Source: an optimization exercise on an open RTL-to-GDS flow (aim: a short achievable clock period and few clock cycles per item). Production flows keep margins and buffers that such runs may drop.
The RTL was checked by simulation tests, not by an equivalence proof against the original design.
Power figures rest on the tool's default switching activity, not on a simulated workload.

<file path="run.sh">
#!/bin/bash
# synth_recipe.tcl (not shown) runs the flow's synth.tcl, then flattens the netlist and writes it again
# the make line also repeats each setting of config.mk as NAME=value (left out here)
make -C /OpenROAD-flow-scripts/flow DESIGN_CONFIG=/design/flow/config.mk WORK_HOME=/design/flow/orfs CLKGATE_MAP_FILE= SYNTH_SCRIPT=/design/flow/synth_recipe.tcl finish
</file>
<file path="config.mk">
export PLATFORM = sky130hd
export DESIGN_NAME = lru_key_value_cache_top
export DESIGN_NICKNAME = lru_key_value_cache_top
export VERILOG_FILES = /design/flow/design.v
export SDC_FILE = /design/flow/constraint.sdc
export NUM_CORES = 4
export LEC_CHECK = 0
export CAP_MARGIN = 20
export CORE_MARGIN = 2
export CORE_UTILIZATION = 40
export SLEW_MARGIN = 20
</file>
<file path="constraint.sdc">
create_clock -name core_clock -period 8.0 [get_ports {clk}]
set_input_delay 1.6000 -clock core_clock [delete_from_list [all_inputs] [get_ports {clk}]]
set_output_delay 1.6000 -clock core_clock [all_outputs]
set_load 0.01 [all_outputs]
</file>
<file path="design.v">
package lkvc_pkg;
    localparam int ENTRIES_DEF = 16;
    localparam logic [4:0]  CAP_RESET  = 5'd16;
    localparam logic [31:0] MISS_VALUE = 32'hFFFF_FFFF;
    localparam logic REQ_GET = 1'b0;
    localparam logic REQ_PUT = 1'b1;
    typedef struct packed {
        logic               req_type;
        logic signed [31:0] key;
        logic signed [31:0] value;
    } req_t;
    typedef struct packed {
        logic               hit;
        logic signed [31:0] read_value;
        logic               evicted;
        logic signed [31:0] evicted_key;
    } rsp_t;
endpackage
module lkvc_req_reg
(
    input  logic clk,
    input  logic rst_n,
    input  logic load,
    input  logic drain,
    input  lkvc_pkg::req_t req_in,
    output logic req_valid,
    output lkvc_pkg::req_t req_out
);
    logic valid_reg;
    logic valid_next;
    lkvc_pkg::req_t req_reg;
    assign valid_next = load | (valid_reg & ~drain);
    always_ff @(posedge clk or negedge rst_n)
    begin
        if (!rst_n)
        begin
            valid_reg <= 1'b0;
        end
        else
        begin
            valid_reg <= valid_next;
        end
    end
    always_ff @(posedge clk)
    begin
        if (load)
        begin
            req_reg <= req_in;
        end
    end
    assign req_valid = valid_reg;
    assign req_out   = req_reg;
endmodule
module lkvc_rsp_reg
(
    input  logic clk,
    input  logic rst_n,
    input  logic load,
    input  logic take,
    input  lkvc_pkg::rsp_t rsp_in,
    output logic rsp_valid,
    output lkvc_pkg::rsp_t rsp_out
);
    logic valid_reg;
    logic valid_next;
    lkvc_pkg::rsp_t rsp_reg;
    assign valid_next = load | (valid_reg & ~take);
    always_ff @(posedge clk or negedge rst_n)
    begin
        if (!rst_n)
        begin
            valid_reg <= 1'b0;
        end
        else
        begin
            valid_reg <= valid_next;
        end
    end
    always_ff @(posedge clk)
    begin
        if (load)
        begin
            rsp_reg <= rsp_in;
        end
    end
    assign rsp_valid = valid_reg;
    assign rsp_out   = rsp_reg;
endmodule
module lkvc_store
#(
    parameter int ENTRIES = lkvc_pkg::ENTRIES_DEF
)
(
    input  logic       clk,
    input  logic       rst_n,
    input  logic       cfg_we,
    input  logic [4:0] cfg_data,
    input  logic       fire,
    input  lkvc_pkg::req_t       req,
    output lkvc_pkg::rsp_t       rsp
);
    localparam int RW = (ENTRIES > 1) ? $clog2(ENTRIES) : 1;
    localparam int OW = $clog2(ENTRIES + 1);
    logic signed [31:0] key_reg   [ENTRIES];
    logic signed [31:0] value_reg [ENTRIES];
    logic [ENTRIES-1:0] valid_reg;
    logic [ENTRIES-1:0] valid_next;
    logic [RW-1:0]      rank_reg  [ENTRIES];
    logic [RW-1:0]      rank_next [ENTRIES];
    logic [OW-1:0]      occ_reg;
    logic [OW-1:0]      occ_next;
    logic [4:0]         cap_reg;
    logic [ENTRIES-1:0] match_vec;
    logic [ENTRIES-1:0] victim_vec;
    logic               match_any;
    logic [RW-1:0]      match_idx;
    logic [RW-1:0]      victim_idx;
    logic [RW-1:0]      free_idx;
    logic [RW-1:0]      slot_idx;
    logic [RW-1:0]      hit_rank;
    logic [RW-1:0]      occ_m1;
    logic [7:0]         cap8;
    logic [7:0]         ent8;
    logic [7:0]         cap_eff8;
    logic               is_put;
    logic               insert;
    logic               evict;
    assign is_put = (req.req_type == lkvc_pkg::REQ_PUT);
    assign occ_m1 = RW'(occ_reg - OW'(1));
    always_comb
    begin
        match_vec  = '0;
        victim_vec = '0;
        match_any  = 1'b0;
        match_idx  = '0;
        victim_idx = '0;
        free_idx   = '0;
        for (int i = 0; i < ENTRIES; i++)
        begin
            match_vec[i]  = valid_reg[i] && (key_reg[i] == req.key);
            victim_vec[i] = valid_reg[i] && (rank_reg[i] == occ_m1);
        end
        for (int i = ENTRIES - 1; i >= 0; i--)
        begin
            if (match_vec[i])
            begin
                match_any = 1'b1;
                match_idx = RW'(i);
            end
            if (victim_vec[i])
            begin
                victim_idx = RW'(i);
            end
            if (!valid_reg[i])
            begin
                free_idx = RW'(i);
            end
        end
    end
    assign cap8     = {3'b000, cap_reg};
    assign ent8     = 8'(ENTRIES);
    assign cap_eff8 = (cap8 == 8'd0) ? 8'd1 : ((cap8 > ent8) ? ent8 : cap8);
    assign insert   = is_put && !match_any;
    assign evict    = insert && (8'(occ_reg) >= cap_eff8);
    assign slot_idx = evict ? victim_idx : free_idx;
    assign hit_rank = rank_reg[match_idx];
    always_comb
    begin
        rsp.hit         = match_any;
        rsp.evicted     = evict;
        rsp.evicted_key = evict ? key_reg[victim_idx] : 32'sd0;
        if (is_put)
        begin
            rsp.read_value = 32'sd0;
        end
        else if (match_any)
        begin
            rsp.read_value = value_reg[match_idx];
        end
        else
        begin
            rsp.read_value = lkvc_pkg::MISS_VALUE;
        end
    end
    always_comb
    begin
        valid_next = valid_reg;
        occ_next   = occ_reg;
        for (int i = 0; i < ENTRIES; i++)
        begin
            rank_next[i] = rank_reg[i];
            if (match_any)
            begin
                if (RW'(i) == match_idx)
                begin
                    rank_next[i] = '0;
                end
                else if (valid_reg[i] && (rank_reg[i] < hit_rank))
                begin
                    rank_next[i] = rank_reg[i] + RW'(1);
                end
            end
            else if (is_put)
            begin
                if (RW'(i) == slot_idx)
                begin
                    rank_next[i] = '0;
                end
                else if (valid_reg[i])
                begin
                    rank_next[i] = rank_reg[i] + RW'(1);
                end
            end
        end
        if (insert)
        begin
            valid_next[slot_idx] = 1'b1;
            if (!evict)
            begin
                occ_next = occ_reg + OW'(1);
            end
        end
    end
    always_ff @(posedge clk or negedge rst_n)
    begin
        if (!rst_n)
        begin
            valid_reg <= '0;
            occ_reg   <= '0;
            cap_reg   <= lkvc_pkg::CAP_RESET;
            for (int i = 0; i < ENTRIES; i++)
            begin
                rank_reg[i] <= '0;
            end
        end
        else
        begin
            if (cfg_we)
            begin
                cap_reg <= cfg_data;
            end
            if (fire)
            begin
                valid_reg <= valid_next;
                occ_reg   <= occ_next;
                for (int i = 0; i < ENTRIES; i++)
                begin
                    rank_reg[i] <= rank_next[i];
                end
            end
        end
    end
    always_ff @(posedge clk)
    begin
        if (fire && insert)
        begin
            key_reg[slot_idx]   <= req.key;
            value_reg[slot_idx] <= req.value;
        end
        else if (fire && match_any && is_put)
        begin
            value_reg[match_idx] <= req.value;
        end
    end
endmodule
module lru_key_value_cache_top
#(
    parameter int ENTRIES = lkvc_pkg::ENTRIES_DEF
)
(
    input  logic               clk,
    input  logic               rst_n,
    input  logic               cfg_valid,
    output logic               cfg_ready,
    input  logic [4:0]         cfg_data,
    input  logic               in_valid,
    output logic               in_ready,
    input  logic               req_type,
    input  logic signed [31:0] key,
    input  logic signed [31:0] value,
    output logic               out_valid,
    input  logic               out_ready,
    output logic               hit,
    output logic signed [31:0] read_value,
    output logic               evicted,
    output logic signed [31:0] evicted_key
);
    lkvc_pkg::req_t req_in;
    lkvc_pkg::req_t req_q;
    lkvc_pkg::rsp_t rsp_d;
    lkvc_pkg::rsp_t rsp_q;
    logic req_valid;
    logic fire;
    logic in_xfer;
    assign req_in.req_type = req_type;
    assign req_in.key      = key;
    assign req_in.value    = value;
    assign fire      = req_valid && (!out_valid || out_ready);
    assign in_ready  = !req_valid || fire;
    assign in_xfer   = in_valid && in_ready;
    assign cfg_ready = 1'b1;
    lkvc_req_reg u_req_reg (
        .clk       (clk),
        .rst_n     (rst_n),
        .load      (in_xfer),
        .drain     (fire),
        .req_in    (req_in),
        .req_valid (req_valid),
        .req_out   (req_q)
    );
    lkvc_store #(
        .ENTRIES (ENTRIES)
    ) u_store (
        .clk      (clk),
        .rst_n    (rst_n),
        .cfg_we   (cfg_valid && cfg_ready),
        .cfg_data (cfg_data),
        .fire     (fire),
        .req      (req_q),
        .rsp      (rsp_d)
    );
    lkvc_rsp_reg u_rsp_reg (
        .clk       (clk),
        .rst_n     (rst_n),
        .load      (fire),
        .take      (out_ready),
        .rsp_in    (rsp_d),
        .rsp_valid (out_valid),
        .rsp_out   (rsp_q)
    );
    assign hit         = rsp_q.hit;
    assign read_value  = rsp_q.read_value;
    assign evicted     = rsp_q.evicted;
    assign evicted_key = rsp_q.evicted_key;
endmodule
</file>
==> out/metrics.yaml <==
layout:
  mostFrequentLayoutCell: "sky130_fd_sc_hd__edfxtp_1"
  seq_area_um2: 36990
  final_cells: 7008
  p_r_area_growth_vs_syn_pct: 14.27
  final_util_pct: 46.03
  most-common-layout-cells: "sky130_fd_sc_hd__edfxtp_1, sky130_fd_sc_hd__xor2_1, sky130_fd_sc_hd__nand2_1, sky130_fd_sc_hd__a21oi_1, sky130_fd_sc_hd__a211oi_1"
  diodes_inserted: 0
  layout.nets: 5000
  fill_cells: 13320
  post_route_cells_drive_above_1_share_pct: 10.08
  multiInputGateArea_um2: 21920
pwr:
  power.density_nw_per_um2: 348.7
  power_switching_share_pct: 41.99
  power_report.internal_total_uw: 13950
  switching_power_uw: 10090
  share_seq_of_total_power_pct: 34.6
  p_clk_share_pct: 26.2
  leakagePower_uw: 0.02268
  ir_drop_v: 0.0006935
  fraction_of_power_consumed_by_combinational_cells_pct: 39.2
cts:
  cts_setup_buffers: 0
  cts_tree: "built"
  root_buffer: "sky130_fd_sc_hd__clkbuf_16"
  clk_path_buf_depth: 3
  cts_hold_buffers: 0
  clock_tree.htree_level_count: 4
  clock_insertion_delay_worst_skew_ns: 0.82
  cts_resized: 0
  cts_buffers: 136
  clk_pin_slew_ns: 0.06
  clkSinkCount: 1247
placed_design:
  place.gp.congestion: 1.032
  placedCellCount: 6759
  preCtsSetupSlack_ns: 1.142
  dp.final_hpwl_um: 145800
  numPortBuffers: 142
status:
  status: "finished clean"
logic_synthesis:
  synth.top_cells.by_area: "sky130_fd_sc_hd__edfxtp_1, sky130_fd_sc_hd__xor2_1, sky130_fd_sc_hd__dfrtp_1, sky130_fd_sc_hd__a211oi_1, sky130_fd_sc_hd__mux2i_1"
  netlist_area_um2: 60330
  net_count_after_synthesis: 4876
  synthCells: 4758
  synth_flop_cell: "sky130_fd_sc_hd__edfxtp_1"
  syn-mean-instance-area_um2: 12.68
  synth_seq_cells: 1247
  postSynth.asyncResetShare_pct: 7.378
  post-synth-top-area-fraction_pct: 57.49
  synthDominantAreaCellType: "sky130_fd_sc_hd__edfxtp_1"
  synth.yosys.seq_area_share_pct: 61.31
  synth.distinct_cells: 107
  synth_enable_flop_cells: 1155
  yosysWarnings: 5
hold_path:
  hold_path.class: "reg -> reg"
die:
  std_cell_rows: 142
  chipWidth_um: 392.4
  floorplan.io_pins: 144
  floorplan.die_area_um2: 153900
  die_height_um: 392.4
  initial_core_util_pct: 40.28
  core-area_um2: 149800
route:
  first_pass_iters: 6
  wl_per_cell_um: 30.17
  post-route-drc-count: 0
  detail_route.wirelength_um: 211400
  drt-vias-per-instance: 6.067
  drtIter0Drc: 5781
  num_vias: 42520
  antenna_violating_nets_post_route: 0
critical_path:
  critical_path_required_ns: 8.70
  setup.worst_path.end_class: "flip-flop"
  setup.worst_path.start_class: "flip-flop"
  worstPathMaxFanout: 14
  critical_path_class: "reg -> reg"
  setup.reg_to_reg.worst_slack_ns: 0.98
  timing.critical_path.arrival_ns: 7.72
timing:
  timing.final.crit_share_pct: 87.71
  max_slew.worst_pin.slew_ns: 1.184
  report.final.setup_viol: 0
  clk_skew_ns: 0.06041
  slew_headroom_pct: 21.06
  finalHoldViolCount: 0
  highest_attainable_clock_frequency_mhz: 142.5
  rsz_0062_raised_after_global_routing: "false"
  period_minus_slack_ns: 7.017
  fin_tns_setup_ns: 0
  final_setup_margin_ns: 0.9832
  slew_violations: 0
global_routing:
  pin_count_of_the_biggest_net_entering_global_routing: 129
  globalRouteTotalUtil_pct: 27.10
  grt_pass1_wl_um: 299200
  grt_overflow_total: 0
  grt_pass1_vias: 40340
  grt_antenna_before_repair: 2
job:
  timing.max_cap.violations: 0
## kinds of logic after synthesis
group | after synthesis | share of synthesized area [%]
AOI/OAI and AO/OA | 994 | 11.41
xor gates and xnor gates | 586 | 8.507
adders and majority gates | 43 | 0.8918
buffers and inverters | 373 | 2.957
DFF | 1247 | 61.31
muxes | 222 | 3.773
other | 1 | 0.006216
and+or+nand+nor | 1292 | 11.15
## routing by layer
| layer | share of wire [%] | up-vias | GRT usage, % |
|---|---|---|---|
| met5 | 0.014 | - | 0 |
| met2 | 45 | 2175 | 41.12 |
| met3 | 8.8 | 386 | 4.893 |
| met1 | 43 | 21520 | 38.90 |
| met4 | 3.7 | 4 | 9.538 |
| li1 | - | 18430 | - |
## final cells by class
cell class / count / area share (%)
Sequential cell: 1247 / 53.65
Multi-Input combinational cell: 3138 / 31.80
Clock buffer: 171 / 5.185
Timing Repair Buffer: 295 / 4.062
Tap cell: 2016 / 3.659
Clock inverter: 77 / 1.289
Inverter: 64 / 0.3485
## worst paths after layout
kind / depth (start not counted) / startpoint / end
max reg2reg: 20 / u_req_reg.req_reg[39] / u_store.rank_reg[11][2]
min: 1 / u_store.occ_reg[4] / u_store.occ_reg[4]
min reg2reg: 1 / u_store.occ_reg[4] / u_store.occ_reg[4]
max: 20 / u_req_reg.req_reg[39] / u_store.rank_reg[11][2]
min in group asynchronous: 1 / rst_n / u_store.occ_reg[4]
max in group asynchronous: 2 / rst_n / u_store.valid_reg[12]
## Yosys cell counts, types with 18 or more instances
cell                          n
sky130_fd_sc_hd__edfxtp_1  1155
sky130_fd_sc_hd__xor2_1     420
sky130_fd_sc_hd__nand2_1    403
sky130_fd_sc_hd__a211oi_1   262
sky130_fd_sc_hd__a21oi_1    260
sky130_fd_sc_hd__clkbuf_1   193
sky130_fd_sc_hd__mux2i_1    179
sky130_fd_sc_hd__nor2_1     172
sky130_fd_sc_hd__nor4_1     168
sky130_fd_sc_hd__xnor2_1    166
sky130_fd_sc_hd__nor2b_1    140
sky130_fd_sc_hd__a221oi_1   108
sky130_fd_sc_hd__o21ai_0     93
sky130_fd_sc_hd__dfrtp_1     91
sky130_fd_sc_hd__nand4_1     81
sky130_fd_sc_hd__nor3_1      76
sky130_fd_sc_hd__nand3_1     73
sky130_fd_sc_hd__o22ai_1     73
sky130_fd_sc_hd__inv_1       63
sky130_fd_sc_hd__ha_1        43
sky130_fd_sc_hd__mux2_2      42
sky130_fd_sc_hd__buf_6       36
sky130_fd_sc_hd__buf_1       33
sky130_fd_sc_hd__and2_1      24
sky130_fd_sc_hd__nand4b_1    24
sky130_fd_sc_hd__buf_2       23
sky130_fd_sc_hd__or3_1       23
sky130_fd_sc_hd__buf_4       22
sky130_fd_sc_hd__nand2b_1    18
sky130_fd_sc_hd__nor4b_1     18
## power by group through the flow
stage	logic (uW)	clock network (uW)	registers, uW
2_1_floorplan	5450	0	8090
3_3_place_gp	9120	0	8420
3_5_place_dp	9190	0	8420
4_1_cts	9220	6380	8290
5_1_grt	9800	6610	8340
6_report	9430	6290	8320
## worst max-delay path: stages (launching register included)
cell and delay, ns:
sky130_fd_sc_hd__edfxtp_1 1.02, sky130_fd_sc_hd__xor2_1 0.32, sky130_fd_sc_hd__nor4_1 0.36, sky130_fd_sc_hd__nand4_1 0.15, sky130_fd_sc_hd__nor4_1 0.52, sky130_fd_sc_hd__a21oi_1 0.13, sky130_fd_sc_hd__o21ai_0 0.80, sky130_fd_sc_hd__a21oi_1 0.41
sky130_fd_sc_hd__o21ai_1 0.67, sky130_fd_sc_hd__nand3_1 0.16, sky130_fd_sc_hd__o2111ai_1 0.14, sky130_fd_sc_hd__o21ai_1 0.34, sky130_fd_sc_hd__buf_4 0.29, sky130_fd_sc_hd__buf_4 0.16, sky130_fd_sc_hd__ha_1 0.26, sky130_fd_sc_hd__a21boi_0 0.14
sky130_fd_sc_hd__nand3_1 0.15, sky130_fd_sc_hd__a211oi_1 0.09, sky130_fd_sc_hd__nor2_1 0.35, sky130_fd_sc_hd__o21ai_0 0.17, sky130_fd_sc_hd__a22o_1 0.25
## through the flow
step / total power, uW / hold slack (ns) / area (um2)
after floorplan: 13540 / 0.4495 / 60330
after CTS: 23890 / 0.5041 / 68900
after detailed placement: 17610 / 0.4937 / 64440
after global routing: 24750 / 0.5352 / 68940
after global placement: 17540 / 0.4939 / 64440
final: 24040 / 0.5020 / 68940
Testbench counts, summed over its fixed seeds: cycles 12,016, items 12,000.

port drivers added, routing unchanged:
Ports are ideal in the flow. The routed layout listed here was re-timed in OpenROAD.
Step 1, drivers: a clkbuf_16 drives clk and a buf_2 each remaining input, both assumed.
Step 2 times the ports against the registers' clock, not the clock port: input delays grow and output delays shrink by t, the midpoint of the rising clock arrivals with the driver on.
a / b / c = ideal / step 1 / step 2; a / b = the first two.
t, ns: 0.873
setup WS [ns]: 0.983 / 0.983 / 0.983
worst setup path after step 2: register to register
clock arrival spread, ns: 0.060 / 0.060
After both steps setup and hold are still met in this run. For this run, drivers alone change the setup slack by 0.000 ns; drivers and shift together by 0.000 ns.
